What follows belongs to an exercise in optimizing a design on an open flow for small area, a short achievable clock period and few clock cycles per item; a production flow would make more cautious choices.
Where RTL was checked, it was by simulation tests only, not by an equivalence proof against the original.

==> inputs of run a <==
==> flow/design.v (excerpt) <==
module bmem_bridge
#(
    parameter int ADDR_W = 32
) (
    input  wire logic                 clk,
    input  wire logic                 rst,
    input  wire logic                 fetch_req_i,
    input  wire logic [ADDR_W-1:0]    fetch_addr_i,
    output logic                      fetch_resp_o,
    output logic      [bmem_pkg::WORD_BITS-1:0] fetch_word_o,
    input  wire logic                 dline_read_i,
    input  wire logic                 dline_write_i,
    input  wire logic [ADDR_W-1:0]    dline_addr_i,
    input  wire logic [bmem_pkg::LINE_BITS-1:0] dline_wdata_i,
    output logic                      dline_resp_o,
    output logic      [bmem_pkg::LINE_BITS-1:0] dline_rdata_o,
    output logic      [ADDR_W-1:0]    bmem_addr_o,
    output logic                      bmem_read_o,
    output logic                      bmem_write_o,
    output logic      [bmem_pkg::BEAT_BITS-1:0] bmem_wdata_o,
    input  wire logic                 bmem_ready_i,
    input  wire logic [bmem_pkg::BEAT_BITS-1:0] bmem_rdata_i,
    input  wire logic                 bmem_rvalid_i
);
==> module bmem_bridge, before the edit <==
module bmem_bridge
#(
    parameter int ADDR_W = 32
) (
    input  wire logic                 clk,
    input  wire logic                 rst,
    input  wire logic                 fetch_req_i,
    input  wire logic [ADDR_W-1:0]    fetch_addr_i,
    output logic                      fetch_resp_o,
    output logic      [bmem_pkg::WORD_BITS-1:0] fetch_word_o,
    input  wire logic                 dline_read_i,
    input  wire logic                 dline_write_i,
    input  wire logic [ADDR_W-1:0]    dline_addr_i,
    input  wire logic [bmem_pkg::LINE_BITS-1:0] dline_wdata_i,
    output logic                      dline_resp_o,
    output logic      [bmem_pkg::LINE_BITS-1:0] dline_rdata_o,
    output logic      [ADDR_W-1:0]    bmem_addr_o,
    output logic                      bmem_read_o,
    output logic                      bmem_write_o,
    output logic      [bmem_pkg::BEAT_BITS-1:0] bmem_wdata_o,
    input  wire logic                 bmem_ready_i,
    input  wire logic [bmem_pkg::BEAT_BITS-1:0] bmem_rdata_i,
    input  wire logic                 bmem_rvalid_i
);
    localparam int OFF   = bmem_pkg::OFFSET_BITS;
    localparam int TAG_W = ADDR_W - OFF;
    logic [3:0][63:0]   buf_q;
    logic [TAG_W-1:0]   tag_q;
    logic               iv_q;        
    logic               rd_busy;
    logic               rd_data_q;   
    logic [3:0]         st_q;        
    logic [3:0]         arr_q;
    logic               wr_act_q;
    logic [3:0]         wsel_q;
    logic               rlock_q;
    logic               rlock_data_q;
    logic               f_match;
    logic [3:0]         f_ok;
    logic [63:0]        f_beat;
    logic [31:0]        f_buf_word;
    logic [31:0]        f_bus_word;
    assign rd_busy = |arr_q;
    assign f_match = iv_q && (tag_q == fetch_addr_i[ADDR_W-1:OFF]);
    assign f_ok    = st_q | (arr_q & {4{bmem_rvalid_i && !rd_data_q}});
    assign f_beat     = buf_q[fetch_addr_i[4:3]];
    assign f_buf_word = fetch_addr_i[2] ? f_beat[63:32] : f_beat[31:0];
    assign f_bus_word = fetch_addr_i[2] ? bmem_rdata_i[63:32] : bmem_rdata_i[31:0];
    assign fetch_resp_o = fetch_req_i && f_match && f_ok[fetch_addr_i[4:3]];
    assign fetch_word_o = st_q[fetch_addr_i[4:3]] ? f_buf_word : f_bus_word;
    logic               f_miss;
    logic               d_pend;
    logic               g_fetch;
    logic               g_dread;
    logic               g_write;
    logic               a_data;
    logic               fmiss_q;
    logic [5:0]         dwait_q;
    logic               d_rd_ok;
    assign f_miss  = fetch_req_i && !(f_match && st_q[fetch_addr_i[4:3]]);
    assign d_rd_ok = !fetch_req_i || f_miss || (fetch_addr_i[4:3] == 2'd3) || (dwait_q == 6'h3f);
    assign d_pend  = dline_read_i || dline_write_i;
    assign g_fetch = !rd_busy && !wr_act_q && (rlock_q ? !rlock_data_q : (f_miss && (fmiss_q || !d_pend)));
    assign g_write = !rd_busy && (wr_act_q || (!rlock_q && dline_write_i && !fmiss_q));
    assign g_dread = !rd_busy && !wr_act_q && (rlock_q ? rlock_data_q : (dline_read_i && !fmiss_q && d_rd_ok));
    assign a_data  = (d_pend && !fmiss_q && !rlock_q) || wr_act_q || (rlock_q && rlock_data_q);
    assign bmem_read_o  = g_fetch || g_dread;
    assign bmem_write_o = g_write;
    assign bmem_addr_o  = {(a_data ? dline_addr_i[ADDR_W-1:OFF] : fetch_addr_i[ADDR_W-1:OFF]), {OFF{1'b0}}};
    always_comb begin
        bmem_wdata_o = '0;
        for (int k = 0; k < 4; k++) begin
            bmem_wdata_o = bmem_wdata_o | (dline_wdata_i[64*k +: 64] & {64{wsel_q[k]}});
        end
    end
    logic               last_rbeat;
    logic               last_wbeat;
    assign last_rbeat = arr_q[3] && bmem_rvalid_i;
    assign last_wbeat = wsel_q[3] && bmem_ready_i;
    assign dline_resp_o  = (last_rbeat && rd_data_q) || last_wbeat;
    assign dline_rdata_o = {bmem_rdata_i, buf_q[2], buf_q[1], buf_q[0]};
    always_ff @(posedge clk) begin
        if (rst) begin
            iv_q      <= 1'b0;
            rd_data_q <= 1'b0;
            wr_act_q  <= 1'b0;
            wsel_q    <= 4'd1;
            rlock_q   <= 1'b0;
            rlock_data_q <= 1'b0;
            st_q      <= 4'd0;
            arr_q     <= 4'd0;
            fmiss_q   <= 1'b0;
            dwait_q   <= 6'd0;
        end else begin
            fmiss_q   <= (f_miss && !fetch_resp_o && !(g_fetch && bmem_ready_i)) ||
                         (fetch_resp_o && fetch_addr_i[4:3] == 2'd3);
            if (!dline_read_i || g_dread) begin
                dwait_q <= 6'd0;
            end else if (dwait_q != 6'h3f) begin
                dwait_q <= dwait_q + 6'd1;
            end
            if (bmem_read_o) begin
                rlock_q      <= !bmem_ready_i;
                rlock_data_q <= g_dread;
                if (bmem_ready_i) begin
                    rd_data_q <= g_dread;
                    iv_q      <= g_dread ? iv_q : 1'b1;
                    st_q      <= g_dread ? (st_q & 4'b1000) : 4'd0;
                    arr_q     <= 4'd1;
                end
            end
            if (bmem_rvalid_i) begin
                st_q   <= rd_data_q ? st_q : (st_q | arr_q);
                arr_q  <= {arr_q[2:0], 1'b0};
            end
            if (g_write) begin
                wr_act_q <= !last_wbeat;
                if (bmem_ready_i) begin
                    wsel_q <= {wsel_q[2:0], wsel_q[3]};
                end
                if (tag_q == dline_addr_i[ADDR_W-1:OFF]) begin
                    iv_q <= 1'b0;
                end
            end
        end
    end
    always_ff @(posedge clk) begin
        if (g_fetch && bmem_ready_i) begin
            tag_q <= bmem_addr_o[ADDR_W-1:OFF];
        end
        for (int k = 0; k < 4; k++) begin
            if (bmem_rvalid_i && arr_q[k] && !(rd_data_q && k == 3)) begin
                buf_q[k] <= bmem_rdata_i;
            end
        end
    end
endmodule
Settings: LEC_CHECK=0, CAP_MARGIN=20, CORE_AREA=5 5 225 225, DIE_AREA=0 0 230 230, SETUP_SLACK_MARGIN=2.0, SLEW_MARGIN=20; clock period 5.0 ns.
standard.sh (not shown) runs the stock make flow with config.mk's settings and CLKGATE_MAP_FILE= SYNTH_SCRIPT=/design/flow/synth_recipe.tcl, a recipe that flattens the netlist after the stock synthesis.
==> flow/flow/run.sh <==
#!/bin/bash
# Standard layout, with the smallest buffer on every input and output port,
# and without the slow wide OR/NOR cells (on top of the platform's don't-use
# list) in synthesis and repair.
set -euo pipefail
export BUFFER_PORTS_ARGS="-buffer_cell sky130_fd_sc_hd__buf_1"
PLATFORM_DONT_USE="sky130_fd_sc_hd__probe_p_8 sky130_fd_sc_hd__probec_p_8 sky130_fd_sc_hd__lpflow_bleeder_1 sky130_fd_sc_hd__lpflow_clkbufkapwr_1 sky130_fd_sc_hd__lpflow_clkbufkapwr_16 sky130_fd_sc_hd__lpflow_clkbufkapwr_2 sky130_fd_sc_hd__lpflow_clkbufkapwr_4 sky130_fd_sc_hd__lpflow_clkbufkapwr_8 sky130_fd_sc_hd__lpflow_clkinvkapwr_1 sky130_fd_sc_hd__lpflow_clkinvkapwr_16 sky130_fd_sc_hd__lpflow_clkinvkapwr_2 sky130_fd_sc_hd__lpflow_clkinvkapwr_4 sky130_fd_sc_hd__lpflow_clkinvkapwr_8 sky130_fd_sc_hd__lpflow_decapkapwr_12 sky130_fd_sc_hd__lpflow_decapkapwr_3 sky130_fd_sc_hd__lpflow_decapkapwr_4 sky130_fd_sc_hd__lpflow_decapkapwr_6 sky130_fd_sc_hd__lpflow_decapkapwr_8 sky130_fd_sc_hd__lpflow_inputiso0n_1 sky130_fd_sc_hd__lpflow_inputiso0p_1 sky130_fd_sc_hd__lpflow_inputiso1n_1 sky130_fd_sc_hd__lpflow_inputiso1p_1 sky130_fd_sc_hd__lpflow_inputisolatch_1 sky130_fd_sc_hd__lpflow_isobufsrc_1 sky130_fd_sc_hd__lpflow_isobufsrc_16 sky130_fd_sc_hd__lpflow_isobufsrc_2 sky130_fd_sc_hd__lpflow_isobufsrc_4 sky130_fd_sc_hd__lpflow_isobufsrc_8 sky130_fd_sc_hd__lpflow_isobufsrckapwr_16 sky130_fd_sc_hd__lpflow_lsbuf_lh_hl_isowell_tap_1 sky130_fd_sc_hd__lpflow_lsbuf_lh_hl_isowell_tap_2 sky130_fd_sc_hd__lpflow_lsbuf_lh_hl_isowell_tap_4 sky130_fd_sc_hd__lpflow_lsbuf_lh_isowell_4 sky130_fd_sc_hd__lpflow_lsbuf_lh_isowell_tap_1 sky130_fd_sc_hd__lpflow_lsbuf_lh_isowell_tap_2 sky130_fd_sc_hd__lpflow_lsbuf_lh_isowell_tap_4 sky130_fd_sc_hd__fill_1 sky130_fd_sc_hd__fill_2 sky130_fd_sc_hd__fill_4 sky130_fd_sc_hd__fill_8 "
SLOW="sky130_fd_sc_hd__or3_1 sky130_fd_sc_hd__or3_2 sky130_fd_sc_hd__or3_4 sky130_fd_sc_hd__or3b_1 sky130_fd_sc_hd__or3b_2 sky130_fd_sc_hd__or3b_4 sky130_fd_sc_hd__or4_1 sky130_fd_sc_hd__or4_2 sky130_fd_sc_hd__or4_4 sky130_fd_sc_hd__or4b_1 sky130_fd_sc_hd__or4b_2 sky130_fd_sc_hd__or4b_4 sky130_fd_sc_hd__or4bb_1 sky130_fd_sc_hd__or4bb_2 sky130_fd_sc_hd__or4bb_4 sky130_fd_sc_hd__nor4_1 sky130_fd_sc_hd__nor4_2 sky130_fd_sc_hd__nor4_4 sky130_fd_sc_hd__nor4b_1 sky130_fd_sc_hd__nor4b_2 sky130_fd_sc_hd__nor4b_4 sky130_fd_sc_hd__nor4bb_1 sky130_fd_sc_hd__nor4bb_2 sky130_fd_sc_hd__nor4bb_4"
bash standard.sh "DONT_USE_CELLS=$PLATFORM_DONT_USE $SLOW" finish > standard_flow.log 2>&1
==> inputs of run b, as changes to run a <==
--- a/flow/design.v
+++ b/flow/design.v
@@ -12,4 +12,20 @@
     } line_t;
 endpackage
+`default_nettype wire
+`default_nettype none
+module inst_line_buffer
+(
+    input  wire logic [9:0]   sel_i,
+    input  wire logic [255:0] line_i,
+    input  wire logic [63:0]  beat_i,
+    output logic      [31:0]  word_o
+);
+    always_comb begin
+        word_o = (beat_i[31:0] & {32{sel_i[8]}}) | (beat_i[63:32] & {32{sel_i[9]}});
+        for (int k = 0; k < 8; k++) begin
+            word_o = word_o | (line_i[32*k +: 32] & {32{sel_i[k]}});
+        end
+    end
+endmodule
 `default_nettype wire
 `default_nettype none
@@ -52,16 +68,27 @@
     logic               rlock_data_q;
     logic               f_match;
-    logic [3:0]         f_ok;
-    logic [63:0]        f_beat;
-    logic [31:0]        f_buf_word;
-    logic [31:0]        f_bus_word;
+    logic               f_fill;
+    logic [3:0]         f_arr;
+    logic               byp_q;
+    logic [9:0]         f_sel;
     assign rd_busy = |arr_q;
     assign f_match = iv_q && (tag_q == fetch_addr_i[ADDR_W-1:OFF]);
-    assign f_ok    = st_q | (arr_q & {4{bmem_rvalid_i && !rd_data_q}});
-    assign f_beat     = buf_q[fetch_addr_i[4:3]];
-    assign f_buf_word = fetch_addr_i[2] ? f_beat[63:32] : f_beat[31:0];
-    assign f_bus_word = fetch_addr_i[2] ? bmem_rdata_i[63:32] : bmem_rdata_i[31:0];
-    assign fetch_resp_o = fetch_req_i && f_match && f_ok[fetch_addr_i[4:3]];
-    assign fetch_word_o = st_q[fetch_addr_i[4:3]] ? f_buf_word : f_bus_word;
+    assign f_fill  = rd_busy && !rd_data_q;
+    assign f_arr   = arr_q & {4{f_fill}};
+    always_comb begin
+        for (int k = 0; k < 8; k++) begin
+            f_sel[k] = (fetch_addr_i[4:2] == 3'(k)) && !byp_q;
+        end
+        f_sel[8] = !fetch_addr_i[2] && byp_q;
+        f_sel[9] = fetch_addr_i[2] && byp_q;
+    end
+    inst_line_buffer word_sel_i (
+        .sel_i  (f_sel),
+        .line_i (buf_q),
+        .beat_i (bmem_rdata_i),
+        .word_o (fetch_word_o)
+    );
+    assign fetch_resp_o = fetch_req_i && f_match &&
+                          (byp_q ? (f_arr[fetch_addr_i[4:3]] && bmem_rvalid_i) : st_q[fetch_addr_i[4:3]]);
     logic               f_miss;
     logic               d_pend;
@@ -73,11 +100,15 @@
     logic [5:0]         dwait_q;
     logic               d_rd_ok;
-    assign f_miss  = fetch_req_i && !(f_match && st_q[fetch_addr_i[4:3]]);
-    assign d_rd_ok = !fetch_req_i || f_miss || (fetch_addr_i[4:3] == 2'd3) || (dwait_q == 6'h3f);
+    logic               d_late;
+    logic               f_first;
+    assign f_miss  = fetch_req_i && !(f_match && ((&st_q) || (st_q[3] && fetch_addr_i[4:3] == 2'd3)));
+    assign d_late  = (dwait_q == 6'h3f);
+    assign f_first = fmiss_q && !d_late;
+    assign d_rd_ok = !fetch_req_i || f_miss || (fetch_addr_i[4:3] == 2'd3) || d_late;
     assign d_pend  = dline_read_i || dline_write_i;
-    assign g_fetch = !rd_busy && !wr_act_q && (rlock_q ? !rlock_data_q : (f_miss && (fmiss_q || !d_pend)));
-    assign g_write = !rd_busy && (wr_act_q || (!rlock_q && dline_write_i && !fmiss_q));
-    assign g_dread = !rd_busy && !wr_act_q && (rlock_q ? rlock_data_q : (dline_read_i && !fmiss_q && d_rd_ok));
-    assign a_data  = (d_pend && !fmiss_q && !rlock_q) || wr_act_q || (rlock_q && rlock_data_q);
+    assign g_fetch = !rd_busy && !wr_act_q && (rlock_q ? !rlock_data_q : (f_miss && (f_first || !d_pend)));
+    assign g_write = !rd_busy && (wr_act_q || (!rlock_q && dline_write_i && !f_first));
+    assign g_dread = !rd_busy && !wr_act_q && (rlock_q ? rlock_data_q : (dline_read_i && !f_first && d_rd_ok));
+    assign a_data  = (d_pend && !f_first && !rlock_q) || wr_act_q || (rlock_q && rlock_data_q);
     assign bmem_read_o  = g_fetch || g_dread;
     assign bmem_write_o = g_write;
@@ -89,4 +120,12 @@
         end
     end
+    logic               fill_nx;
+    logic [3:0]         st_nx;
+    logic [2:0]         f_next_word;
+    logic [1:0]         f_tgt_beat;
+    assign fill_nx     = (g_fetch && bmem_ready_i) || (f_fill && !(arr_q[3] && bmem_rvalid_i));
+    assign st_nx       = (g_fetch && bmem_ready_i) ? 4'd0 : (st_q | (arr_q & {4{bmem_rvalid_i}}));
+    assign f_next_word = fetch_addr_i[4:2] + 3'd1;
+    assign f_tgt_beat  = fetch_resp_o ? f_next_word[2:1] : fetch_addr_i[4:3];
     logic               last_rbeat;
     logic               last_wbeat;
@@ -107,8 +146,10 @@
             fmiss_q   <= 1'b0;
             dwait_q   <= 6'd0;
+            byp_q     <= 1'b0;
         end else begin
+            byp_q     <= fill_nx && !st_nx[f_tgt_beat];
             fmiss_q   <= (f_miss && !fetch_resp_o && !(g_fetch && bmem_ready_i)) ||
                          (fetch_resp_o && fetch_addr_i[4:3] == 2'd3);
-            if (!dline_read_i || g_dread) begin
+            if (!d_pend || g_dread || g_write) begin
                 dwait_q <= 6'd0;
             end else if (dwait_q != 6'h3f) begin
- SYNTH_HIERARCHICAL: unset -> 1
==> impl_metrics.env <==
export IMPL_synth_xor_area_share_pct=3.04
export IMPL_hpwl_um=52000
export IMPL_critPathLaunch="fetch_addr_i[3]"
export IMPL_avgSynthCellArea_um2=14.3
export IMPL_yosys_warnings=1
export IMPL_r2r_end="tag_q[26]"
export IMPL_outcome="timing/DRC/antenna clean"
Source of the figures above: run a

==> impl_metrics.env <==
export IMPL_outcome="timing/DRC/antenna clean"
export IMPL_r2r_end="tag_q[4]"
export IMPL_hpwl_um=64900
export IMPL_synth_xor_area_share_pct=3.00
Source of the figures above: run b

Testbench counts of run a, summed over its fixed seeds: cycles 5,809, items 2,640.
Only the layout flow was run in run b; the RTL was not checked for function there.

-- what the ideal ports hide --
How much do the figures lean on ideal ports? The routed layouts below were timed once more, with nothing changed but the port constraints.
Step 1 (the two cells are an assumption about what drives the block):
set clk [get_ports {clk}]
set_driving_cell -lib_cell sky130_fd_sc_hd__clkbuf_16 $clk
set_driving_cell -lib_cell sky130_fd_sc_hd__buf_2 [delete_from_list [all_inputs] $clk]
Step 2, shift: input delay + t, output delay - t, t = (earliest + latest rising clock arrival at the registers) / 2. This alone moves slack from input paths to output paths.
a / b / c = ideal / step 1 / step 2; a / b = the first two.
run | t (ns) | setup WS [ns] | worst hold slack (ns)
run a | 0.560 | 1.423 / 1.250 / 1.250 | 0.511 / 0.511 / 0.511
run b | 0.579 | 1.492 / 1.367 / 1.367 | 0.514 / 0.514 / 0.514
After both steps setup and hold are still met in every run listed. The setup slack of run a, which loses most, moves by -0.173 ns with the drivers and by -0.173 ns with both steps.
